This design comes from an exercise in tuning for small area, a short achievable clock period and few clock cycles per item on the open sky130 flow, not from production work. Only simulation tests tie the RTL to the original design; equivalence was not proved.

==> inputs of job 5823 <==
==> flow/design.v (excerpt) <==
module lwe_keygen_top #(
    parameter int unsigned                     Q         = 3329,
    parameter logic [lwe_regs_pkg::ADDR_W-1:0] BASE_ADDR = 32'h4000_6000
) (
    input  logic                            clk,
    input  logic                            rst_n,
    input  logic                            awvalid,
    output logic                            awready,
    input  logic [lwe_regs_pkg::ADDR_W-1:0] awaddr,
    input  logic                            wvalid,
    output logic                            wready,
    input  logic [lwe_regs_pkg::DATA_W-1:0] wdata,
    output logic                            bvalid,
    input  logic                            bready,
    output logic [1:0]                      bresp,
    input  logic                            arvalid,
    output logic                            arready,
    input  logic [lwe_regs_pkg::ADDR_W-1:0] araddr,
    output logic                            rvalid,
    input  logic                            rready,
    output logic [lwe_regs_pkg::DATA_W-1:0] rdata,
    output logic [1:0]                      rresp
);
==> flow/config.mk <==
export PLATFORM = sky130hd
export DESIGN_NAME = lwe_keygen_top
export DESIGN_NICKNAME = lwe_keygen_top
export VERILOG_FILES = /design/flow/design.v
export SDC_FILE = /design/flow/constraint.sdc
export NUM_CORES = 4
export LEC_CHECK = 0
export CAP_MARGIN = 20
export CORE_MARGIN = 2
export CORE_UTILIZATION = 40
export PLACE_DENSITY = 0.6
export SETUP_SLACK_MARGIN = 1.5
export SLEW_MARGIN = 20
==> flow/constraint.sdc <==
create_clock -name core_clock -period 30.0 [get_ports {clk}]
set_input_delay 6.0000 -clock core_clock [delete_from_list [all_inputs] [get_ports {clk}]]
set_output_delay 6.0000 -clock core_clock [all_outputs]
set_load 0.01 [all_outputs]
standard.sh (not shown) runs the stock make flow with config.mk's settings and CLKGATE_MAP_FILE= SYNTH_SCRIPT=/design/flow/synth_recipe.tcl, a recipe that flattens the netlist after the stock synthesis.
==> flow/flow/run.sh <==
#!/bin/bash
# The standard layout, with three changes made through ORFS variables:
# - the port buffers are buf_2 cells instead of the default delay buffers;
# - clock tree synthesis clusters up to 28 sinks per leaf buffer and adds no dummy loads;
# - the resizer's setup repair aims at 22.8 ns of slack on the 30 ns clock.
# Each tool's output goes to a log file in this folder.
set -euo pipefail
bash standard.sh \
  BUFFER_PORTS_ARGS="-buffer_cell sky130_fd_sc_hd__buf_2" \
  CTS_ARGS="-sink_clustering_enable -repair_clock_nets -dont_use_dummy_load -sink_clustering_size 28 -sink_clustering_max_diameter 120" \
  SETUP_SLACK_MARGIN=22.8 \
  finish > standard_finish.log 2>&1
==> inputs of job 3535, as changes to job 5823 <==
--- a/flow/design.v
+++ b/flow/design.v
@@ -40,13 +40,14 @@
     output logic        op_wr,       
     output logic [4:0]  op_idx,
     output logic        start,       
     output logic [4:0]  rd_idx,      
     input  logic [11:0] rd_t,        
     input  logic [11:0] rd_op,       
-    input  logic        ops_free,    
+    output logic        rd_pend,     
+    input  logic        osel_rd,     
     input  logic        busy,
     input  logic        done,
     input  logic        active,    
     input  logic        hold,      
     input  logic        hold_d,    
     input  logic [3:0]  pend       
@@ -142,13 +143,13 @@
             q_v     <= 1'b0;
             q_rdy   <= 1'b0;
             arready <= 1'b0;
             rvalid  <= 1'b0;
         end else begin
             q_v     <= (q_v && !pop) || ar_hs;
-            q_rdy   <= q_v && !pop && ops_free;
+            q_rdy   <= q_v && osel_rd;
             arready <= !((q_v && !pop) || ar_hs);
             if (!rvalid || rready) begin
                 rvalid <= pop;
             end
         end
     end
@@ -161,13 +162,14 @@
         end
         if (pop) begin
             rresp[1]    <= q_err;
             rdata[11:0] <= r_data;
         end
     end
-    assign rd_idx = q_idx;
+    assign rd_idx  = q_idx;
+    assign rd_pend = q_v && q_ase;
     always_comb begin
         if (q_err) begin
             r_data = '0;
         end else if (q_idx == lwe_regs_pkg::IDX_STATUS) begin
             r_data = {10'b0, done && !start, busy_v};
         end else begin
@@ -221,14 +223,15 @@
     input  logic         w_load,
     output logic         w_held_d0,
     input  logic         op_wr,
     input  logic [4:0]   op_idx,
     input  logic         start,
     input  logic [4:0]   rd_idx,     
+    input  logic         rd_pend,    
     output logic [11:0]  rd_op,      
-    output logic         ops_free,   
+    output logic         osel_rd,    
     input  logic [191:0] mat_a,
     input  logic [47:0]  vec_s,
     input  logic [47:0]  vec_e,
     output logic         busy,
     output logic         done,
     output logic         active,
@@ -242,42 +245,71 @@
     logic [31:0] rbuf;
     logic [14:0] ybuf;
     logic        r_v, y_v;
     logic [4:0]  r_idx, y_idx;
     logic        run;
     logic [2:0]  cnt;
-    logic [1:0]  wait_n;
-    logic [2:0]  nxt;
+    logic        wait_n;
+    logic [7:0]  osel;
+    logic [7:0]  osel_d;
+    logic [2:0]  nxt_d, rsel;
+    logic [3:0]  orow;
+    logic        ohalf;
+    logic        run_d, wait_d, step_d;
+    logic [2:0]  cnt_d;
     logic [11:0] op_a0, op_a1, op_b0, op_b1, op_e;
+    logic [11:0] a0_in, a1_in, e_in;
     logic [25:0] addend, esum;
     logic [14:0] fold;
     logic        hazard, step, row_done;
-    assign ops_free = !(start || run);
-    assign nxt = !ops_free ? cnt + {2'b0, step} :
-                 !rd_idx[4] ? {rd_idx[3:2], rd_idx[1]} :
-                 rd_idx[2]  ? {rd_idx[1:0], 1'b0} : {2'b00, rd_idx[1]};
+    assign rsel = !rd_idx[4] ? {rd_idx[3:2], rd_idx[1]} :
+                  rd_idx[2]  ? {rd_idx[1:0], 1'b0} : {2'b00, rd_idx[1]};
     assign rd_op = !rd_idx[4] ? (rd_idx[0] ? op_a1 : op_a0) :
                    rd_idx[2]  ? op_e : (rd_idx[0] ? op_b1 : op_b0);
+    assign run_d  = start || (run && !(step && cnt == 3'd7));
+    assign wait_d = start && hazard;
+    assign step_d = run_d && !wait_d;
+    assign cnt_d  = cnt + {2'b0, step};
+    assign nxt_d  = run_d ? cnt_d + {2'b0, step_d} : (rd_pend ? rsel : 3'd0);
+    always_comb begin
+        osel_d = 8'b0;
+        osel_d[nxt_d] = 1'b1;
+    end
+    always_comb begin
+        a0_in = '0;
+        a1_in = '0;
+        e_in  = '0;
+        for (int k = 0; k < 8; k++) begin
+            a0_in = a0_in | ({12{osel[k]}} & mat_a[(2*k)*12 +: 12]);
+            a1_in = a1_in | ({12{osel[k]}} & mat_a[(2*k+1)*12 +: 12]);
+        end
+        for (int r = 0; r < 4; r++) begin
+            orow[r] = osel[2*r] | osel[2*r+1];
+            e_in    = e_in | ({12{orow[r]}} & vec_e[r*12 +: 12]);
+        end
+        ohalf = osel[1] | osel[3] | osel[5] | osel[7];
+    end
     always_ff @(posedge clk) begin
-        op_a0 <= mat_a[{nxt, 1'b0}*12 +: 12];
-        op_a1 <= mat_a[{nxt, 1'b1}*12 +: 12];
-        op_b0 <= nxt[0] ? vec_s[24 +: 12] : vec_s[0  +: 12];
-        op_b1 <= nxt[0] ? vec_s[36 +: 12] : vec_s[12 +: 12];
-        op_e  <= vec_e[nxt[2:1]*12 +: 12];
+        op_a0 <= a0_in;
+        op_a1 <= a1_in;
+        op_b0 <= ohalf ? vec_s[24 +: 12] : vec_s[0  +: 12];
+        op_b1 <= ohalf ? vec_s[36 +: 12] : vec_s[12 +: 12];
+        op_e  <= e_in;
     end
     assign addend = cnt[0] ? rbuf[25:0] : {14'b0, op_e};
     lwe_macc2 u_macc (
         .a0(op_a0), .b0(op_b0), .a1(op_a1), .b1(op_b1), .c(addend), .y(esum)
     );
     lwe_fold32 u_fold32 (.x(rbuf), .y(fold));
     lwe_fold16 u_fold16 (.y(ybuf), .r(wr_data));
-    assign hazard = y_v && (y_idx == 5'd0 || y_idx == 5'd1 || y_idx == 5'd16 ||
-                            y_idx == 5'd17 || y_idx == 5'd20);
-    assign step     = run && (wait_n == 2'd0);
-    assign hold_d   = hold ? !(y_v && y_idx == 5'd27) : (step && cnt == 3'd0);
+    assign hazard = (osel != 8'h01) ||
+                    (y_v && (y_idx == 5'd0 || y_idx == 5'd1 || y_idx == 5'd16 ||
+                             y_idx == 5'd17 || y_idx == 5'd20));
+    assign step     = run && !wait_n;
     assign row_done = step && cnt[0];
+    assign hold_d   = hold ? !(y_v && y_idx == 5'd27) : (step && cnt == 3'd0);
     always_ff @(posedge clk) begin
         if (run) begin
             rbuf <= {6'b0, esum};
         end else if (w_load) begin
             rbuf <= wdata;
         end
@@ -287,54 +319,50 @@
     end
     assign w_held_d0 = rbuf[0];
     assign wr_en     = y_v;
     assign wr_idx    = y_idx;
     always_ff @(posedge clk or negedge rst_n) begin
         if (!rst_n) begin
-            busy   <= 1'b0;
-            done   <= 1'b0;
-            active <= 1'b0;
-            hold   <= 1'b0;
-            pend   <= 4'b0;
-            run    <= 1'b0;
-            cnt    <= 3'd0;
-            wait_n <= 2'd0;
-            r_v    <= 1'b0;
-            y_v    <= 1'b0;
+            busy    <= 1'b0;
+            done    <= 1'b0;
+            active  <= 1'b0;
+            hold    <= 1'b0;
+            pend    <= 4'b0;
+            run     <= 1'b0;
+            cnt     <= 3'd0;
+            wait_n  <= 1'b0;
+            osel    <= 8'h01;
+            osel_rd <= 1'b0;
+            r_v     <= 1'b0;
+            y_v     <= 1'b0;
         end else begin
-            r_v  <= op_wr || row_done;
-            y_v  <= r_v;
-            hold <= hold_d;
+            r_v     <= op_wr || row_done;
+            y_v     <= r_v;
+            hold    <= hold_d;
+            run     <= run_d;
+            wait_n  <= wait_d;
+            cnt     <= cnt_d;
+            osel    <= osel_d;
+            osel_rd <= !run_d && rd_pend;
             if (start) begin
                 busy   <= 1'b1;
                 done   <= 1'b0;
                 active <= 1'b1;
                 pend   <= 4'hF;
-                run    <= 1'b1;
-                wait_n <= {1'b0, hazard};
             end else begin
-                if (wait_n != 2'd0) begin
-                    wait_n <= wait_n - 2'd1;
-                end
                 if (step && cnt == 3'd0) begin
                     busy <= 1'b0;
                     done <= 1'b1;
                 end
-                if (step && cnt == 3'd7) begin
-                    run <= 1'b0;
-                end
                 if (y_v && y_idx[4:3] == 2'b11) begin
                     pend[y_idx[1:0]] <= 1'b0;
                     if (y_idx[1:0] == 2'd3) begin
                         active <= 1'b0;
                     end
                 end
             end
-            if (step) begin
-                cnt <= cnt + 3'd1;
-            end
         end
     end
 endmodule
 module lwe_fold32 (
     input  logic [31:0] x,
     output logic [14:0] y
@@ -1366,13 +1394,13 @@
     output logic [1:0]                      rresp
 );
     logic         w_load, w_held_d0, op_wr, start, busy, done, active, hold, hold_d;
     logic [3:0]   pend;
     logic [4:0]   op_idx, rd_idx, wr_idx;
     logic [11:0]  rd_t, rd_op, wr_data;
-    logic         ops_free;
+    logic         rd_pend, osel_rd;
     logic         wr_en;
     logic [191:0] mat_a;
     logic [47:0]  vec_s, vec_e;
     lwe_axil_slave #(.BASE_ADDR(BASE_ADDR)) u_slave (.*);
     lwe_reg_file u_reg_file (.*);
     lwe_keygen_engine u_engine (.*);
==> flow/flow/run.sh (replaced) <==
#!/bin/bash
# The standard layout, with three changes made through ORFS variables:
# - the port buffers are buf_2 cells instead of the default delay buffers;
# - clock tree synthesis builds the tree of clkbuf_8 cells, clusters up to 16 sinks per leaf buffer and adds no dummy loads;
# - the resizer's setup repair aims at 23.0 ns of slack on the 30 ns clock.
# Each tool's output goes to a log file in this folder.
set -euo pipefail
bash standard.sh \
  BUFFER_PORTS_ARGS="-buffer_cell sky130_fd_sc_hd__buf_2" \
  CTS_ARGS="-sink_clustering_enable -repair_clock_nets -dont_use_dummy_load -sink_clustering_size 16 -sink_clustering_max_diameter 100 -buf_list sky130_fd_sc_hd__clkbuf_8" \
  SETUP_SLACK_MARGIN=23.0 \
  finish > standard_finish.log 2>&1
==> summary.md <==
| Metric | Value |
|---|---|
| Status | no timing/DRC/antenna violations |
| Postcts setup bufs | 0 |
| Top cell type's share of synthesized area | 37.0% |
| Multi-input gate area | 0.0157 mm² |
| Buffers outside the clock class | roughly 160 |
| Die Footprint | approximately 0.082 mm² |
| FF+latch count | 512 |
| Hold path start | u_engine.r_idx[4] |
| FFs w/ async S/R, synth | 5.47% |
| Synth top cells by count | edfxtp_1 (392), inv_1 (392), fa_1 (314) |
| CTS Sinks | 512 |
| Vias in the first global route | about 20k |
| Non-Clock Buffer Area Fraction | under 10% |
| Design area | about 0.034 mm² |
| ClkCell Share | about 1.7% |
| Final core area utilization | 43.5% |
| Post-CTS Resized | 27 |
| Routability cong. | ~0.91 |
[end of results for job 5823]
==> summary.md <==
| Metric | Value |
|---|---|
| Synth top cells by count | edfxtp_1 (392), inv_1 (392), fa_1 (314) |
| Min Tclk post-route | around 7000 ps |
| FFs w/ async S/R, synth | 6.92% |
| Hold path start | u_engine.r_idx[2] |
| CTS Sinks | between 500 and 600 |
| Routability cong. | between 0.8 and 0.9 |
| Post-synthesis mux area share | under 10% |
| Diodes inserted | 2 |
| Final hold slack | 340 ps |
| Status | no timing/DRC/antenna violations |
| Non-Clock Buffer Area Fraction | between 2 and 3% |
| Multi-input gate area | about 0.015 mm² |
| FF+latch count | 520 |
| Top cell type's share of synthesized area | 37.4% |
| ClkCell Share | approximately 1.7% |
| Buffers outside the clock class | 165 |
| Postcts setup bufs | 4 |
| Vias in the first global route | roughly 21k |
| Design area | 0.0341 mm² |
[end of results for job 3535]
Testbench counts of job 5823, summed over its fixed seeds: cycles 2,432, keygens 64.
Testbench counts of job 3535, summed over its fixed seeds: cycles 2,432, keygens 64.

==> afterwards: timing with drivers on the ports <==
No port has a modelled driver above. Below, the same layouts with a new extraction and two added sets of constraints.
Step 1: set_driving_cell puts a clkbuf_16 on clk and a buf_2 on each other input, an assumption about the parent block.
Step 2 times the ports against the registers' clock, not the clock port: input delays grow and output delays shrink by t, the midpoint of the rising clock arrivals with the driver on.
Three values: no drivers, after step 1, after step 2; two values: the first two.
run	t, ns	setup WS [ns]	hold WS [ns]	slew at the worst register clock pin (ns)
job 5823	0.621	22.850 / 22.785 / 22.340	0.321 / 0.321 / 0.321	0.11 / 0.11
job 3535	0.641	22.832 / 22.776 / 22.324	0.340 / 0.340 / 0.340	0.11 / 0.11
After both steps every run listed still meets setup and hold. The setup slack of job 5823, which loses most, moves by -0.065 ns with the drivers and by -0.510 ns with both steps.
